From an optimization exercise on the open Yosys and OpenROAD flow, aimed at small area, a short achievable clock period and few clock cycles per item; shortcuts taken in it are not production practice. Function was checked by simulation only, so behaviour that the tests miss may differ from the original.

## xoshiro256ss_generator
module xoshiro256ss_generator
(
    input  logic      i_clk,
    input  logic      i_rst_n,
    input  logic      i_in_valid,
    output logic      o_in_stall,
    input  logic [64:0]  i_in_data,
    output logic      o_out_valid,
    input  logic      i_out_stall,
    output logic [116:0] o_out_data
);
Size: roughly 810 flip-flops, about 190 I/O pins, roughly 79000 um^2 of cells after synthesis.
export LEC_CHECK = 0
export CAP_MARGIN = 20
export CORE_MARGIN = 2
export CORE_UTILIZATION = 40
export CTS_BUF_LIST = sky130_fd_sc_hd__clkbuf_4 sky130_fd_sc_hd__clkbuf_8
export SLEW_MARGIN = 20
create_clock -name core_clock -period 12.0 [get_ports {i_clk}]
standard.sh (not shown) runs the stock make flow with config.mk's settings and CLKGATE_MAP_FILE= SYNTH_SCRIPT=/design/flow/synth_recipe.tcl, a recipe that flattens the netlist after the stock synthesis.
==> flow/flow/run.sh <==
#!/bin/bash
# Standard ORFS layout, with repair_timing aiming for extra setup slack and
# plain buffers on the ports (the clock and constraints are the design's own).
set -euo pipefail
bash standard.sh SETUP_SLACK_MARGIN=8.0 "BUFFER_PORTS_ARGS=-buffer_cell sky130_fd_sc_hd__buf_2" finish > standard_flow.log 2>&1
Testbench counts at the start, summed over its fixed seeds: cycles 7,752, items 6,380.
==> next run, changes <==
==> flow/flow/run.sh (replaced) <==
#!/bin/bash
# Standard ORFS layout, with repair_timing aiming for extra setup slack and
# plain buffers on the ports (the clock and constraints are the design's own).
set -euo pipefail
bash standard.sh SETUP_SLACK_MARGIN=8.2 "BUFFER_PORTS_ARGS=-buffer_cell sky130_fd_sc_hd__buf_2" finish > standard_flow.log 2>&1
--- a/flow/config.mk
+++ b/flow/config.mk
@@ -9,4 +9,3 @@
 export CORE_MARGIN = 2
 export CORE_UTILIZATION = 40
-export CTS_BUF_LIST = sky130_fd_sc_hd__clkbuf_4 sky130_fd_sc_hd__clkbuf_8
 export SLEW_MARGIN = 20
What happened: Hold slack is better by 6.7 ps; wire length came out higher by 5.5%; clock-buffer cell count went down by 105; clock skew climbs by 15 ps; critical path depth increases by 8; via count climbs by 0.73%.

========
Setup of xenon:
Starting RTL as in the previous note.
## xoshiro256ss_generator
module xoshiro256ss_generator
(
    input  logic      i_clk,
    input  logic      i_rst_n,
    input  logic      i_in_valid,
    output logic      o_in_stall,
    input  logic [64:0]  i_in_data,
    output logic      o_out_valid,
    input  logic      i_out_stall,
    output logic [116:0] o_out_data
);
    logic        r_ir_v, r_ir_k;
    logic [63:0] r_ir_d;
    logic       r_vb, r_vc, r_vd, r_ve;
    logic [1:0] r_ccount;
    logic [1:0] r_widx;      
    logic       r_zf;
    logic [63:0] r_s0, r_s1, r_s2, r_s3;
    logic        r_p_v;
    logic [63:0] r_p;
    logic        r_om_v, r_os_v;
    logic [63:0] r_om, r_os;
    logic [63:0] r_m1s, r_m1c, r_z3, r_m2s, r_m2c;
    logic busy, start, ctr_step, ready, exec, p_moves, pop;
    assign busy     = r_vb | r_vc | r_vd | (r_ve & (r_widx != 2'd3));
    assign start    = r_ir_v & (r_ir_k == CMD_SEED) & !r_vb;
    assign ctr_step = start | (r_vb & (r_ccount != 2'd0));
    assign p_moves  = r_p_v & !r_os_v;
    assign exec     = r_ir_v & (r_ir_k != CMD_SEED) & !busy & (!r_p_v | !r_os_v);
    assign pop      = r_om_v & !i_out_stall;
    logic       r_ready;
    logic       n_ir_v, n_ir_k, n_vb, n_vc, n_vd, n_ve, n_p_v, n_os_v;
    logic [1:0] n_ccount, n_widx;
    logic       n_busy, n_start, n_ctr_step, n_exec, n_ready;
    assign ready = r_ready;
    always_comb begin
        n_ir_v   = ready ? i_in_valid : (r_ir_v & !(start | exec));
        n_ir_k   = ready ? i_in_data[64] : r_ir_k;
        n_vb     = start | (r_vb & (r_ccount != 2'd0));
        n_ccount = start ? 2'd3 : ((r_vb & (r_ccount != 2'd0)) ? r_ccount - 2'd1 : r_ccount);
        n_vc     = r_vb;
        n_vd     = r_vc;
        n_ve     = r_vd;
        n_widx   = r_widx + {1'b0, r_ve};
        n_p_v    = exec | (r_p_v & !p_moves);
        n_os_v   = r_os_v ? !pop : (p_moves & r_om_v & !pop);
        n_busy     = n_vb | n_vc | n_vd | (n_ve & (n_widx != 2'd3));
        n_start    = n_ir_v & (n_ir_k == CMD_SEED) & !n_vb;
        n_ctr_step = n_start | (n_vb & (n_ccount != 2'd0));
  ...
==> flow/config.mk <==
export PLATFORM = sky130hd
export DESIGN_NAME = xoshiro256ss_generator
export DESIGN_NICKNAME = xoshiro256ss_generator
export VERILOG_FILES = /design/flow/design.v
export SDC_FILE = /design/flow/constraint.sdc
export NUM_CORES = 4
export LEC_CHECK = 0
export CAP_MARGIN = 20
export CORE_MARGIN = 2
export CORE_UTILIZATION = 40
export SLEW_MARGIN = 20
==> flow/constraint.sdc <==
create_clock -name core_clock -period 12.0 [get_ports {i_clk}]
set_input_delay 2.4000 -clock core_clock [delete_from_list [all_inputs] [get_ports {i_clk}]]
set_output_delay 2.4000 -clock core_clock [all_outputs]
set_load 0.01 [all_outputs]
==> flow/flow/run.sh <==
#!/bin/bash
# Standard ORFS layout, with repair_timing aiming for extra setup slack and
# plain buffers on the ports (the clock and constraints are the design's own).
set -euo pipefail
bash standard.sh SETUP_SLACK_MARGIN=7.8 "BUFFER_PORTS_ARGS=-buffer_cell sky130_fd_sc_hd__buf_2" finish > standard_flow.log 2>&1
Testbench counts of xenon, summed over its fixed seeds: cycles 7,752, items 6,380.
Input-level comparison between zinc and xenon:
- a change of SLEW_MARGIN from 20 to 5
- a change of CAP_MARGIN from 20 to 5
--- a/flow/flow/run.sh
+++ b/flow/flow/run.sh
@@ -4,2 +4,2 @@
 set -euo pipefail
-bash standard.sh SETUP_SLACK_MARGIN=7.8 "BUFFER_PORTS_ARGS=-buffer_cell sky130_fd_sc_hd__buf_2" finish > standard_flow.log 2>&1
+bash standard.sh SETUP_SLACK_MARGIN=8.0 "BUFFER_PORTS_ARGS=-buffer_cell sky130_fd_sc_hd__buf_2" finish > standard_flow.log 2>&1
Results
As far as mean instance size in the synthesized netlist goes, xenon and zinc are indistinguishable; the numbers are identical. Final hold slack, xenon and zinc: lower on zinc. Worst setup slack in zinc vs xenon: up 130 ps. When the final numbers for xenon and zinc were put side by side, the area of all placed cells without fillers turned out to be greater in zinc. Of the two values seen for critical path capture point, r_s3[13]$_DFFE_PP_ was produced by zinc and r_m2s[52]$_DFF_P_ by xenon. Delta (zinc minus xenon): critical path depth picked up an extra 4, sum of net half-perimeters after detailed placement lost 3.6%.

========
Setup of run 1:
xoshiro256ss_generator again, from the RTL that the note above started with.
export LEC_CHECK = 0
export CAP_MARGIN = 20
export CORE_MARGIN = 2
export CORE_UTILIZATION = 55
export PLACE_DENSITY = 0.8
export SLEW_MARGIN = 20
create_clock -name core_clock -period 12.0 [get_ports {i_clk}]
==> flow/flow/run.sh <==
#!/bin/bash
# Standard ORFS layout, with repair_timing aiming for extra setup slack and
# plain buffers on the ports (the clock and constraints are the design's own).
set -euo pipefail
bash standard.sh SETUP_SLACK_MARGIN=8.2 "BUFFER_PORTS_ARGS=-buffer_cell sky130_fd_sc_hd__buf_2" finish > standard_flow.log 2>&1
Testbench counts of run 1, summed over its fixed seeds: cycles 7,752, items 6,380.
Changes in run 2 relative to run 1:
==> flow/flow/run.sh <==
#!/bin/bash
# Standard ORFS layout, with repair_timing aiming for extra setup slack and
# plain buffers on the ports (the clock and constraints are the design's own).
set -euo pipefail
bash standard.sh SETUP_SLACK_MARGIN=8.0 "BUFFER_PORTS_ARGS=-buffer_cell sky130_fd_sc_hd__buf_2" finish > standard_flow.log 2>&1
--- a/flow/config.mk
+++ b/flow/config.mk
@@ -8,5 +8,5 @@
 export CAP_MARGIN = 20
 export CORE_MARGIN = 2
-export CORE_UTILIZATION = 55
-export PLACE_DENSITY = 0.8
+export CORE_UTILIZATION = 40
+export GPL_ROUTABILITY_DRIVEN = 0
 export SLEW_MARGIN = 20
--- outcome ---
- The post-detailed-route DRC marker count was comparable across run 1 and run 2.
- The CTS sink count was comparable across run 1 and run 2.
Edits applied to the flow inputs when going from run 2 to run 3:
--- a/flow/config.mk
+++ b/flow/config.mk
@@ -9,4 +9,3 @@
 export CORE_MARGIN = 2
 export CORE_UTILIZATION = 40
-export GPL_ROUTABILITY_DRIVEN = 0
 export SLEW_MARGIN = 20
==> comparison <==
Taking run 2 as the reference, in run 3 final-layout fill cell count now larger, share of the clock period used by the worst path after layout comparable, overall global routing resource usage now larger, mean instance size in the synthesized netlist comparable. Looking at master of the slowest instance on the critical path, the xnor2_1 result is from run 3; the edfxtp_1 one comes from run 2. On via count of the routed design, run 2 and run 3 are neck and neck. Proportion of cell area occupied by multi-input gates across run 2 and run 3: no real change. Diff run 2 -> run 3: wire length of the first global-routing pass rose 5.6%; routed wire length rose 7.7%.
--- input diff run 3..run 4 ---
==> flow/flow/run.sh <==
#!/bin/bash
# Standard ORFS layout, with repair_timing aiming for extra setup slack and
# plain buffers on the ports (the clock and constraints are the design's own).
set -euo pipefail
bash standard.sh SETUP_SLACK_MARGIN=8.1 "BUFFER_PORTS_ARGS=-buffer_cell sky130_fd_sc_hd__buf_2" finish > standard_flow.log 2>&1
Notes after the runs:
Worst-case hold slack of run 4 is on par with run 3.
Clock period minus worst slack is lower on run 3
As far as maximum level of the CTS H-tree is concerned, run 4 and run 3 perform about the same.
Going from run 3 to run 4, setup slack moved down, global-route total usage across every layer level, maximum clock frequency moved down.
Comparing run 3 against run 4, there is no change at all in setup TNS.
The largest fanout on the critical path in run 4 was lower than what run 3 gave.
Per the comparison of run 4 with run 3, final design area excluding fillers +0.0017 mm^2, post-detailed-routing wire length climbed 0.62%.

-- what the ideal ports hide --
Ports are ideal in the flow. The routed layouts listed here were re-timed in OpenROAD. Step 1 assumes that a clkbuf_16 drives the clock port and a buf_2 every other input. Step 2 moves the port delays by t, midway between the first and last clock arrival at a register: inputs arrive t later, outputs are due t later. That takes back most of the time a late clock gives input paths. a / b / c = ideal / step 1 / step 2; a / b = the first two.
| run | t, ns | setup WS [ns] | worst setup path after step 2 | slew at the worst register clock pin (ns) | cell pins on the clock port's net |
|---|---|---|---|---|---|
| the first run of note 1 | 0.968 | 7.892 / 7.892 / 7.892 | register to register | 0.09 / 0.09 | 1 |
| the second run of note 1 | 0.833 | 8.088 / 8.069 / 8.088 | register to register | 0.09 / 0.09 | 1 |
| xenon | 0.822 | 7.827 / 7.827 / 7.827 | register to register | 0.08 / 0.08 | 1 |
| zinc | 0.801 | 7.960 / 7.960 / 7.960 | register to register | 0.07 / 0.07 | 1 |
| run 1 | 0.824 | 8.038 / 7.987 / 8.038 | register to register | 0.07 / 0.07 | 1 |
| run 2 | 0.784 | 7.996 / 7.996 / 7.996 | register to register | 0.07 / 0.07 | 1 |
| run 3 | 0.819 | 7.982 / 7.982 / 7.982 | register to register | 0.08 / 0.08 | 1 |
| run 4 | 0.822 | 7.950 / 7.950 / 7.950 | register to register | 0.07 / 0.07 | 1 |
After both steps every run listed still meets setup and hold.
